What follows belongs to an exercise in optimizing a design on an open flow for a short achievable clock period and few clock cycles per item; a production flow would make more cautious choices.
Function was checked by simulation only, so behaviour that the tests miss may differ from the original.
No activity file was given, so power comes from the tool's default toggle rates.

[design/flow/config.mk]
export PLATFORM = sky130hd
export DESIGN_NAME = rv_mini
export DESIGN_NICKNAME = rv_mini
export VERILOG_FILES = /design/flow/design.v
export SDC_FILE = /design/flow/constraint.sdc
export NUM_CORES = 4
export LEC_CHECK = 0
export CAP_MARGIN = 20
export CORE_MARGIN = 2
export CORE_UTILIZATION = 40
export PLACE_DENSITY = 0.6
export SETUP_SLACK_MARGIN = 0.2
export SLEW_MARGIN = 20
[design/flow/run.sh]
#!/bin/bash
# synth_recipe.tcl (not shown) runs the flow's synth.tcl, then flattens the netlist and writes it again
# the make line also repeats each setting of config.mk as NAME=value (left out here)
make -C /OpenROAD-flow-scripts/flow DESIGN_CONFIG=/design/flow/config.mk WORK_HOME=/design/flow/orfs CLKGATE_MAP_FILE= SYNTH_SCRIPT=/design/flow/synth_recipe.tcl finish
[design/flow/constraint.sdc]
create_clock -name core_clock -period 10.0 [get_ports {clk}]
set_input_delay 2.0000 -clock core_clock [delete_from_list [all_inputs] [get_ports {clk}]]
set_output_delay 2.0000 -clock core_clock [all_outputs]
set_load 0.01 [all_outputs]
[design/flow/design.v]
`default_nettype none
package rv_mini_pkg;
    typedef logic [31:0] word_t;      
    typedef logic [31:0] addr_t;      
    typedef logic [4:0]  reg_idx_t;   
    typedef logic [3:0]  sel_t;       
    localparam int unsigned N_INST_TYPES = 9;
    typedef logic [N_INST_TYPES-1:0] inst_type_t;
    localparam int unsigned IT_ADDI   = 0;
    localparam int unsigned IT_JALR   = 1;
    localparam int unsigned IT_EBREAK = 2;
    localparam int unsigned IT_ADD    = 3;
    localparam int unsigned IT_LUI    = 4;
    localparam int unsigned IT_LW     = 5;
    localparam int unsigned IT_LBU    = 6;
    localparam int unsigned IT_SW     = 7;
    localparam int unsigned IT_SB     = 8;
    typedef enum logic [2:0] {
        S_FETCH,    
        S_EXEC,     
        S_MEM,      
        S_RETIRE,   
        S_HALT      
    } seq_state_t;
    typedef struct packed {
        inst_type_t inst_type;
        reg_idx_t   rd;
        reg_idx_t   rs1;
        reg_idx_t   rs2;
        word_t      imm;
    } decoded_t;
    typedef struct packed {
        word_t result;    
        word_t link;      
        addr_t next_pc;
        logic  reg_wen;
        logic  read;
        logic  write;
        logic  is_byte;   
        logic  halt;
    } exec_t;
    typedef struct packed {
        addr_t adr;
        word_t dat_w;
        sel_t  sel;
        logic  we;
        logic  cyc;
        logic  stb;
    } wb_req_t;
    typedef struct packed {
        word_t dat_r;
        logic  ack;
    } wb_rsp_t;
    typedef struct packed {
        logic     valid;
        addr_t    pc;
        reg_idx_t rd;
        logic     reg_wen;
        word_t    data;
    } retire_t;
endpackage
`default_nettype wire
`default_nettype none
module rv_mini_idu (
    input  rv_mini_pkg::word_t    inst,
    output rv_mini_pkg::decoded_t dec
);
    localparam logic [6:0] OP_IMM    = 7'b0010011;
    localparam logic [6:0] OP_REG    = 7'b0110011;
    localparam logic [6:0] OP_LUI    = 7'b0110111;
    localparam logic [6:0] OP_JALR   = 7'b1100111;
    localparam logic [6:0] OP_LOAD   = 7'b0000011;
    localparam logic [6:0] OP_STORE  = 7'b0100011;
    localparam rv_mini_pkg::word_t      EBREAK_W  = 32'h0010_0073;   
    logic [6:0] opcode;
    logic [2:0] funct3;
    logic [6:0] funct7;
    rv_mini_pkg::word_t      imm_i;
    rv_mini_pkg::word_t      imm_s;
    rv_mini_pkg::word_t      imm_u;
    assign opcode = inst[6:0];
    assign funct3 = inst[14:12];
    assign funct7 = inst[31:25];
    assign imm_i = {{20{inst[31]}}, inst[31:20]};
    assign imm_s = {{20{inst[31]}}, inst[31:25], inst[11:7]};
    assign imm_u = {inst[31:12], 12'b0};
    always_comb begin
        dec.inst_type = '0;   
        dec.rd        = inst[11:7];
        dec.rs1       = inst[19:15];
        dec.rs2       = inst[24:20];
        dec.imm       = imm_i;    
        if (inst == EBREAK_W) begin
            dec.inst_type[rv_mini_pkg::IT_EBREAK] = 1'b1;
        end else begin
            unique case (opcode)
                OP_IMM:   dec.inst_type[rv_mini_pkg::IT_ADDI] = (funct3 == 3'b000);
                OP_JALR:  dec.inst_type[rv_mini_pkg::IT_JALR] = (funct3 == 3'b000);
                OP_REG:   dec.inst_type[rv_mini_pkg::IT_ADD]  = (funct3 == 3'b000) &&
                                                   (funct7 == 7'b0000000);
                OP_LUI: begin
                    dec.inst_type[rv_mini_pkg::IT_LUI] = 1'b1;
                    dec.imm               = imm_u;
                end
                OP_LOAD: begin
                    dec.inst_type[rv_mini_pkg::IT_LW]  = (funct3 == 3'b010);
                    dec.inst_type[rv_mini_pkg::IT_LBU] = (funct3 == 3'b100);
                end
                OP_STORE: begin
                    dec.inst_type[rv_mini_pkg::IT_SW] = (funct3 == 3'b010);
                    dec.inst_type[rv_mini_pkg::IT_SB] = (funct3 == 3'b000);
                    dec.imm              = imm_s;   
                end
                default: dec.inst_type = '0;
            endcase
        end
    end
endmodule
`default_nettype wire
`default_nettype none
module rv_mini_exu (
    input  rv_mini_pkg::decoded_t dec,
    input  rv_mini_pkg::word_t    rdata1,
    input  rv_mini_pkg::word_t    rdata2,
    input  rv_mini_pkg::addr_t    pc,
    output rv_mini_pkg::exec_t    ex
);
    rv_mini_pkg::word_t sum_imm;    
    rv_mini_pkg::addr_t pc_plus4;
    rv_mini_pkg::addr_t jalr_tgt;
    logic  wen;
    assign sum_imm  = rdata1 + dec.imm;
    assign pc_plus4 = pc + 32'd4;
    assign jalr_tgt = {sum_imm[31:1], 1'b0};   
    always_comb begin
        wen        = 1'b0;
        ex.result  = '0;
        ex.read    = 1'b0;
        ex.write   = 1'b0;
        ex.is_byte = 1'b0;
        ex.halt    = 1'b0;
        unique case (1'b1)
            dec.inst_type[rv_mini_pkg::IT_ADDI]: begin
                ex.result = sum_imm;
                wen       = 1'b1;
            end
            dec.inst_type[rv_mini_pkg::IT_JALR]: begin
                ex.result = jalr_tgt;
                wen       = 1'b1;   
            end
            dec.inst_type[rv_mini_pkg::IT_EBREAK]: ex.halt = 1'b1;   
            dec.inst_type[rv_mini_pkg::IT_ADD]: begin
                ex.result = rdata1 + rdata2;
                wen       = 1'b1;
            end
            dec.inst_type[rv_mini_pkg::IT_LUI]: begin
                ex.result = dec.imm;
                wen       = 1'b1;
            end
            dec.inst_type[rv_mini_pkg::IT_LW], dec.inst_type[rv_mini_pkg::IT_LBU]: begin
                ex.result  = sum_imm;   
                wen        = 1'b1;
                ex.read    = 1'b1;
                ex.is_byte = dec.inst_type[rv_mini_pkg::IT_LBU];
            end
            dec.inst_type[rv_mini_pkg::IT_SW], dec.inst_type[rv_mini_pkg::IT_SB]: begin
                ex.result  = sum_imm;   
                ex.write   = 1'b1;
                ex.is_byte = dec.inst_type[rv_mini_pkg::IT_SB];
            end
            default: ex.result = '0;   
        endcase
        ex.link    = dec.inst_type[rv_mini_pkg::IT_JALR] ? pc_plus4 : ex.result;
        ex.next_pc = dec.inst_type[rv_mini_pkg::IT_JALR] ? jalr_tgt : pc_plus4;
        ex.reg_wen = wen && (dec.rd != '0);   
    end
endmodule
`default_nettype wire
`default_nettype none
module rv_mini_wbu (
    input  rv_mini_pkg::exec_t ex,
    input  rv_mini_pkg::word_t rdata2,
    input  rv_mini_pkg::word_t load_word,
    input  rv_mini_pkg::addr_t mem_addr,
    output rv_mini_pkg::word_t store_dat,
    output rv_mini_pkg::sel_t  store_sel,
    output rv_mini_pkg::word_t wb_data
);
    logic [1:0] byte_off;    
    logic [7:0] load_byte;
    rv_mini_pkg::word_t      load_val;
    assign byte_off = mem_addr[1:0];
    always_comb begin
        if (ex.is_byte) begin
            store_dat = {4{rdata2[7:0]}};   
        end else begin
            store_dat = rdata2;
        end
        if (ex.write && ex.is_byte) begin
            store_sel = 4'b0001 << byte_off;
        end else begin
            store_sel = 4'b1111;
        end
    end
    always_comb begin
        load_byte = load_word[{byte_off, 3'b000} +: 8];
        if (ex.is_byte) begin
            load_val = {24'b0, load_byte};   
        end else begin
            load_val = load_word;
        end
    end
    always_comb begin
        if (ex.read) begin
            wb_data = load_val;
        end else begin
            wb_data = ex.link;
        end
    end
endmodule
`default_nettype wire
`default_nettype none
module rv_mini_regfile (
    input  logic     clk,
    input  logic     rst_n,
    input  rv_mini_pkg::reg_idx_t raddr1,
    input  rv_mini_pkg::reg_idx_t raddr2,
    output rv_mini_pkg::word_t    rdata1,
    output rv_mini_pkg::word_t    rdata2,
    input  logic     wen,
    input  rv_mini_pkg::reg_idx_t waddr,
    input  rv_mini_pkg::word_t    wdata
);
    rv_mini_pkg::word_t regs [1:31];   
    always_ff @(posedge clk) begin
        if (!rst_n) begin
            for (int i = 1; i < 32; i++) begin
                regs[i] <= '0;
            end
        end else if (wen && (waddr != '0)) begin
            regs[waddr] <= wdata;
        end
    end
    assign rdata1 = (raddr1 == '0) ? '0 : regs[raddr1];
    assign rdata2 = (raddr2 == '0) ? '0 : regs[raddr2];
endmodule
`default_nettype wire
`default_nettype none
module rv_mini_seq #(
    parameter rv_mini_pkg::addr_t RESET_PC = 32'h0000_0000
) (
    input  logic     clk,
    input  logic     rst_n,
    input  rv_mini_pkg::decoded_t dec,
    input  rv_mini_pkg::exec_t    ex,
    input  rv_mini_pkg::word_t    store_dat,
    input  rv_mini_pkg::sel_t     store_sel,
    input  rv_mini_pkg::wb_rsp_t  wb_rsp,
    output rv_mini_pkg::wb_req_t  wb_req,
    output rv_mini_pkg::word_t    inst,
    output rv_mini_pkg::addr_t    pc,
    output rv_mini_pkg::word_t    load_word,
    output rv_mini_pkg::addr_t    mem_addr,
    output logic     rf_wen,
    output rv_mini_pkg::retire_t  retire,
    output logic     halted
);
    rv_mini_pkg::seq_state_t state;
    rv_mini_pkg::exec_t      ex_q;         
    logic  cyc_q;
    logic  stb_q;
    logic  we_q;
    rv_mini_pkg::addr_t adr_q;
    rv_mini_pkg::word_t dat_q;
    rv_mini_pkg::sel_t  sel_q;
    logic  ack;
    logic  issue_fetch;
    logic  issue_mem;
    assign ack         = cyc_q && stb_q && wb_rsp.ack;
    assign issue_fetch = (state == rv_mini_pkg::S_FETCH) && !cyc_q;   
    assign issue_mem   = (state == rv_mini_pkg::S_MEM) && !cyc_q;
    always_ff @(posedge clk) begin
        if (!rst_n) begin
            state <= rv_mini_pkg::S_FETCH;
            pc    <= RESET_PC;
            cyc_q <= 1'b0;
            stb_q <= 1'b0;
            we_q  <= 1'b0;
        end else begin
            unique case (state)
                rv_mini_pkg::S_FETCH: begin
                    if (ack) begin
                        cyc_q <= 1'b0;   
                        stb_q <= 1'b0;
                        state <= rv_mini_pkg::S_EXEC;
                    end else if (!cyc_q) begin
                        cyc_q <= 1'b1;
                        stb_q <= 1'b1;
                        we_q  <= 1'b0;
                    end
                end
                rv_mini_pkg::S_EXEC: state <= (ex.read || ex.write) ? rv_mini_pkg::S_MEM : rv_mini_pkg::S_RETIRE;
                rv_mini_pkg::S_MEM: begin
                    if (ack) begin
                        cyc_q <= 1'b0;
                        stb_q <= 1'b0;
                        we_q  <= 1'b0;
                        state <= rv_mini_pkg::S_RETIRE;
                    end else if (!cyc_q) begin
                        cyc_q <= 1'b1;
                        stb_q <= 1'b1;
                        we_q  <= ex_q.write;
                    end
                end
                rv_mini_pkg::S_RETIRE: begin
                    pc    <= ex_q.next_pc;
                    state <= ex_q.halt ? rv_mini_pkg::S_HALT : rv_mini_pkg::S_FETCH;
                end
                rv_mini_pkg::S_HALT:  state <= rv_mini_pkg::S_HALT;   
                default: state <= rv_mini_pkg::S_FETCH;
            endcase
        end
    end
    always_ff @(posedge clk) begin
        if (issue_fetch) begin
            adr_q <= pc;
            dat_q <= '0;
            sel_q <= '1;
        end
        if (issue_mem) begin
            adr_q <= {mem_addr[31:2], 2'b00};   
            dat_q <= store_dat;
            sel_q <= store_sel;
        end
        if ((state == rv_mini_pkg::S_FETCH) && ack) begin
            inst <= wb_rsp.dat_r;                
        end
        if (state == rv_mini_pkg::S_EXEC) begin
            ex_q     <= ex;
            mem_addr <= ex.result;
        end
        if ((state == rv_mini_pkg::S_MEM) && ack) begin
            load_word <= wb_rsp.dat_r;
        end
    end
    always_comb begin
        wb_req.adr   = adr_q;
        wb_req.dat_w = dat_q;
        wb_req.sel   = sel_q;
        wb_req.we    = we_q;
        wb_req.cyc   = cyc_q;
        wb_req.stb   = stb_q;
    end
    assign rf_wen = (state == rv_mini_pkg::S_RETIRE) && ex_q.reg_wen;
    assign halted = ((state == rv_mini_pkg::S_RETIRE) && ex_q.halt) || (state == rv_mini_pkg::S_HALT);
    always_comb begin
        retire.valid   = (state == rv_mini_pkg::S_RETIRE);
        retire.pc      = pc;            
        retire.rd      = dec.rd;
        retire.reg_wen = ex_q.reg_wen;
        retire.data    = '0;            
    end
endmodule
`default_nettype wire
`default_nettype none
module rv_mini_top #(
    parameter rv_mini_pkg::addr_t RESET_PC = 32'h0000_0000
) (
    input  logic    clk,
    input  logic    rst_n,
    output rv_mini_pkg::wb_req_t wb_req,
    input  rv_mini_pkg::wb_rsp_t wb_rsp,
    output rv_mini_pkg::retire_t retire,
    output logic    halted
);
    rv_mini_pkg::decoded_t dec;
    rv_mini_pkg::exec_t    ex;
    rv_mini_pkg::word_t    inst;
    rv_mini_pkg::addr_t    pc;
    rv_mini_pkg::word_t    rdata1;
    rv_mini_pkg::word_t    rdata2;
    rv_mini_pkg::word_t    load_word;
    rv_mini_pkg::addr_t    mem_addr;
    rv_mini_pkg::word_t    store_dat;
    rv_mini_pkg::sel_t     store_sel;
    rv_mini_pkg::word_t    wb_data;
    logic     rf_wen;
    rv_mini_pkg::retire_t  seq_retire;
    rv_mini_seq #(
        .RESET_PC (RESET_PC)
    ) i_rv_mini_seq (
        .clk       (clk),
        .rst_n     (rst_n),
        .dec       (dec),
        .ex        (ex),
        .store_dat (store_dat),
        .store_sel (store_sel),
        .wb_rsp    (wb_rsp),
        .wb_req    (wb_req),
        .inst      (inst),
        .pc        (pc),
        .load_word (load_word),
        .mem_addr  (mem_addr),
        .rf_wen    (rf_wen),
        .retire    (seq_retire),
        .halted    (halted)
    );
    rv_mini_idu i_rv_mini_idu (
        .inst (inst),
        .dec  (dec)
    );
    rv_mini_regfile i_rv_mini_regfile (
        .clk    (clk),
        .rst_n  (rst_n),
        .raddr1 (dec.rs1),
        .raddr2 (dec.rs2),
        .rdata1 (rdata1),
        .rdata2 (rdata2),
        .wen    (rf_wen),
        .waddr  (dec.rd),
        .wdata  (wb_data)
    );
    rv_mini_exu i_rv_mini_exu (
        .dec    (dec),
        .rdata1 (rdata1),
        .rdata2 (rdata2),
        .pc     (pc),
        .ex     (ex)
    );
    rv_mini_wbu i_rv_mini_wbu (
        .ex        (ex),
        .rdata2    (rdata2),
        .load_word (load_word),
        .mem_addr  (mem_addr),
        .store_dat (store_dat),
        .store_sel (store_sel),
        .wb_data   (wb_data)
    );
    always_comb begin
        retire      = seq_retire;
        retire.data = wb_data;
    end
endmodule
`default_nettype wire
`default_nettype none
module rv_mini (
    input  logic        clk,
    input  logic        rst_n,
    output logic [31:0] wb_adr,
    output logic [31:0] wb_dat_w,
    output logic [3:0]  wb_sel,
    output logic        wb_we,
    output logic        wb_cyc,
    output logic        wb_stb,
    input  logic [31:0] wb_dat_r,
    input  logic        wb_ack,
    output logic        retire_valid,
    output logic [31:0] retire_pc,
    output logic [4:0]  retire_rd,
    output logic        retire_reg_wen,
    output logic [31:0] retire_data,
    output logic        halted
);
    rv_mini_pkg::wb_req_t wb_req;
    rv_mini_pkg::wb_rsp_t wb_rsp;
    rv_mini_pkg::retire_t retire;
    assign wb_rsp.dat_r = wb_dat_r;
    assign wb_rsp.ack   = wb_ack;
    rv_mini_top #(
        .RESET_PC (32'h0000_0000)
    ) i_rv_mini_top (
        .clk    (clk),
        .rst_n  (rst_n),
        .wb_req (wb_req),
        .wb_rsp (wb_rsp),
        .retire (retire),
        .halted (halted)
    );
    assign wb_adr         = wb_req.adr;
    assign wb_dat_w       = wb_req.dat_w;
    assign wb_sel         = wb_req.sel;
    assign wb_we          = wb_req.we;
    assign wb_cyc         = wb_req.cyc;
    assign wb_stb         = wb_req.stb;
    assign retire_valid   = retire.valid;
    assign retire_pc      = retire.pc;
    assign retire_rd      = retire.rd;
    assign retire_reg_wen = retire.reg_wen;
    assign retire_data    = retire.data;
endmodule
`default_nettype wire
==> run notes <==
==> where the power goes <==
part	leakage, nW	internal (mW)	switching, mW
clock	2.16	2.91	2.17
combinational	11.4	0.740	1.12
sequential	12.8	6.01	0.121
total	26.3	9.65	3.41
==> layout by cell type (no fill, tap or decap), drive strengths merged, types with 23 or more instances in the layout <==
cell type         n
clkinv           55
inv              74
nand4            28
o22ai            23
a22oi            31
and2             24
o21ai           100
nand2           418
a21o             37
mux4            594
a21boi           42
nor3             36
xnor2            72
ha               49
edfxtp         1221
nor2           1120
dfxtp            50
clkdlybuf4s50   176
nand3            66
a21oi           232
clkbuf          183
conb             32
xor2             32
buf             219
mux2i           128
and3             33
==> cells by family after synthesis <==
kind of cell             synth area share [%]
AO/OA/AOI/OAI                            6.15
XOR/XNOR                                 1.32
adder cells (fa/ha/maj)                  1.02
buffers and inverters                    3.86
flip-flops                               54.7
multiplexers                             21.7
other                                 0.00545
AND/OR/NAND/NOR                          11.2
==> cell usage after synthesis, drive strengths merged, types with 14 or more instances <==
master and number:
nor2 1120, nor2b 16, nor4 19, xor2 32
a31oi 22, and3 33, mux2 18, and2 24
nand2b 14, mux4 594, inv 70, o21ai 100
dfxtp 50, nand4 28, edfxtp 1221, xnor2 72
a22oi 31, nor3 36, nand2 418, mux2i 128
o21bai 19, ha 49, a21oi 232, a211oi 15
o22ai 23, clkbuf 323, a21o 37, buf 151
a21boi 42, nand3 66
==> area by class of cell <==
type	instances	area, um2	share of cell area [%]
multi-input combinational	3415	29000	37.2
inverter	73	278	0.356
clock buffer	182	3790	4.85
timing repair buffer	396	3790	4.85
clock inverter	70	627	0.803
sequential	1271	37700	48.3
tap	2310	2890	3.70
antenna	1	2.50	0.00320
==> worst min path at each step <==
| stage | startpoint | end |
|---|---|---|
| global route | i_rv_mini_top.i_rv_mini_seq.adr_q[1] | i_rv_mini_top.i_rv_mini_seq.adr_q[1] |
| global placement | i_rv_mini_top.i_rv_mini_seq.adr_q[0] | i_rv_mini_top.i_rv_mini_seq.adr_q[0] |
| finish | i_rv_mini_top.i_rv_mini_seq.adr_q[1] | i_rv_mini_top.i_rv_mini_seq.adr_q[1] |
| detailed placement | i_rv_mini_top.i_rv_mini_seq.adr_q[1] | i_rv_mini_top.i_rv_mini_seq.adr_q[1] |
| floorplan | i_rv_mini_top.i_rv_mini_seq.adr_q[0] | i_rv_mini_top.i_rv_mini_seq.adr_q[0] |
| CTS | i_rv_mini_top.i_rv_mini_seq.adr_q[1] | i_rv_mini_top.i_rv_mini_seq.adr_q[1] |
==> per-layer routing <==
layer	GRT usage, %	vias up	wire [um]	part of all wire (%)
met4	13.5	18	14200	5.5
met1	37.8	24929	94000	36
met3	7.36	668	31500	12
met5	0	-	118	0.046
met2	45.5	3468	118000	46
li1	-	19925	-	-
==> what timing repair did <==
item / CTS / global route
cloned: 0 / 1
resized for setup: 0 / 5
endpoints found under the setup margin: 1 / 6
endpoints found under the hold margin: 0 / 0
buffers inserted: 1 / 7
pin swaps: 1 / 1
==> metrics by stage <==
step | hold slack (ns) | setup slack, ns | instance area, um2 | std cells | util [%]
4_1_cts | 0.441 | 0.237 | 77900 | 7709 | 45.4
2_1_floorplan | 0.462 | 0.977 | 69000 | 5237 | -
5_1_grt | 0.468 | 0.281 | 78100 | 7717 | 45.6
3_3_place_gp | 0.430 | 0.896 | 73400 | 7455 | 42.9
3_5_place_dp | 0.433 | 0.856 | 73400 | 7456 | 42.9
6_report | 0.438 | 0.475 | 78100 | 7718 | 45.6
==> registers in the layout, summed over array words and instances (netlist names), named ones only <==
register and cells:
i_rv_mini_top.i_rv_mini_seq.pc 32, i_rv_mini_top.i_rv_mini_seq.inst 32, i_rv_mini_top.i_rv_mini_seq.dat_q 32, i_rv_mini_top.i_rv_mini_seq.we_q 1
i_rv_mini_top.i_rv_mini_seq.mem_addr 32, i_rv_mini_top.i_rv_mini_seq.ex_q 35, i_rv_mini_top.i_rv_mini_seq.cyc_q 1, i_rv_mini_top.i_rv_mini_seq.load_word 32
i_rv_mini_top.i_rv_mini_seq.state 3, i_rv_mini_top.i_rv_mini_seq.adr_q 32, i_rv_mini_top.i_rv_mini_regfile.regs 1024, i_rv_mini_top.i_rv_mini_seq.stb_q 1
i_rv_mini_top.i_rv_mini_seq.sel_q 4
==> tightest hold or removal path: stages, from the launching register on <==
cell	delay, ns
dfxtp_1	0.31
nand2_1	0.05
nand2_1	0.04
==> out/qor.txt <==
status: complete, no violations
DRT Pass-1 Iters: 9
fraction of registers with async set/reset: 0%
Design Power: 13.1 mW
Die Width: 419 um
share of cells above drive strength 1: 21.8%
final WL: 258000 um
initial antenna violation count: 11
Max Fanout on Critical Path: 19
final antenna-violating net count: 0
via count: 49008
CTS H-tree lvls: 4
Clock transition at path regs: 0.06 ns
Worst path slowest cell: dfxtp_4
Levels on crit path: 20
global route overflow: 0
arrival time at the worst endpoint: 7.53 ns
CP Launch Type: flop
I/O pin count: 178
Synth top area share: 53.3%
TNS Setup: 0 ns
clk_skew: 0.0432 ns
fillers: 15153
r2r endpoint: i_rv_mini_top.i_rv_mini_regfile.regs[15][19]
top post-synthesis cells by area: edfxtp_1, mux4_2, nor2_1
final setup vio count: 0
first-pass GRT wire length: 358000 um
pin count of the biggest net entering global routing: 68
CP Capture Type: primary output
Leak: 26.3 nW
count of hold-fix buffers inserted at cts: 0
Worst Setup EP: retire_data[19]
first-iteration detailed-routing DRC count: 7370
Clock Latency Late Sink: 0.80 ns
post-synthesis area per instance: 13.2 um2
VDD IR max: 199 uV
Hold Path Class: reg2reg
die height: 419 um
post-synth top area cell: edfxtp_1
DR DRC count: 0
Routed wire per std cell: 33.4 um
Nets: 5380
CP Cell Sequence: buf_12, mux4_2, mux2i_1, a22oi_1, nand3_1, inv_1, ha_1, a21oi_1, nand2_1, nand3_1, a31oi_1, o2bb2ai_1, buf_4, o21ai_0, nor2_1, a311oi_1, o21ai_0, a21oi_4, inv_1, clkdlybuf4s50_1
number of synthesized flops with an enable pin: 1221
hold path cells: 2
CTS max path bufs: 3
core area: 0.171 mm2
number of global-route vias before repair: 47669
Max Freq: 105 MHz
# port buffers: 177
WS Path Type: reg2out
YS warnings: 6
final hold violations: 0
top_reg_cell synth: edfxtp_1
row count: 152
RSZ-0062 raised after global routing: no
CTS buffer count: 139
CP delay by family, top: compound AO/OA/AOI/OAI gates
RePlAce Congestion: 0.997
Vias per Instance: 6.35
layout overhead on the synthesized area: 13.4%
R2R setup slack: 3.10 ns
max-slew violations: 0
Initial Utilization: 40.2%
synthesized area: 0.0688 mm2
normalized max-slew margin: 18.5%
die area: 0.175 mm2
clk root buf: clkbuf_16
post-DP HPWL: 169000 um
final worst path period need: 9.53 ns
Max stage delay on crit path: 0.68 ns
Pwr per Cell Area: 167 mW/mm2
worst-margin pin slew: 1.22 ns
critical path buffer and inverter count: 5
distinct cell type count after synthesis: 115
Worst Path Required: 8.00 ns
Synth Register Bits: 1271
GRT Total Usage: 29.0%
Syn Inst Count: 5206
# clock sinks: 1271
Final period util: 95.3%
max-cap violations: 0
clock tree from TritonCTS: done
R2R depth: 20
Seq/Total Area, Yosys: 54.7%
Testbench counts, summed over its fixed seeds: cycles 129,914, insts 21,500.

## afterwards: timing with drivers on the ports
The flow's constraints put no driver on any port. The routed layout listed below was extracted and timed again, unchanged, in two steps.
Step 1: set_driving_cell puts a clkbuf_16 on clk and a buf_2 on each other input, an assumption about the parent block.
Step 2 moves the port delays by t, midway between the first and last clock arrival at a register: inputs arrive t later, outputs are due t later. That takes back most of the time a late clock gives input paths.
Slacks: ideal ports / drivers / drivers and shift; pairs: ideal ports / drivers.
shift t [ns]: 0.865
setup WS [ns]: 0.475 / 0.390 / 1.256
worst setup path after step 2: register to output
latest minus earliest clock arrival (ns): 0.043 / 0.043
worst register clock-pin slew, ns: 0.07 / 0.07
After both steps setup and hold are still met in this run. For this run, drivers alone change the setup slack by -0.085 ns; drivers and shift together by +0.781 ns.
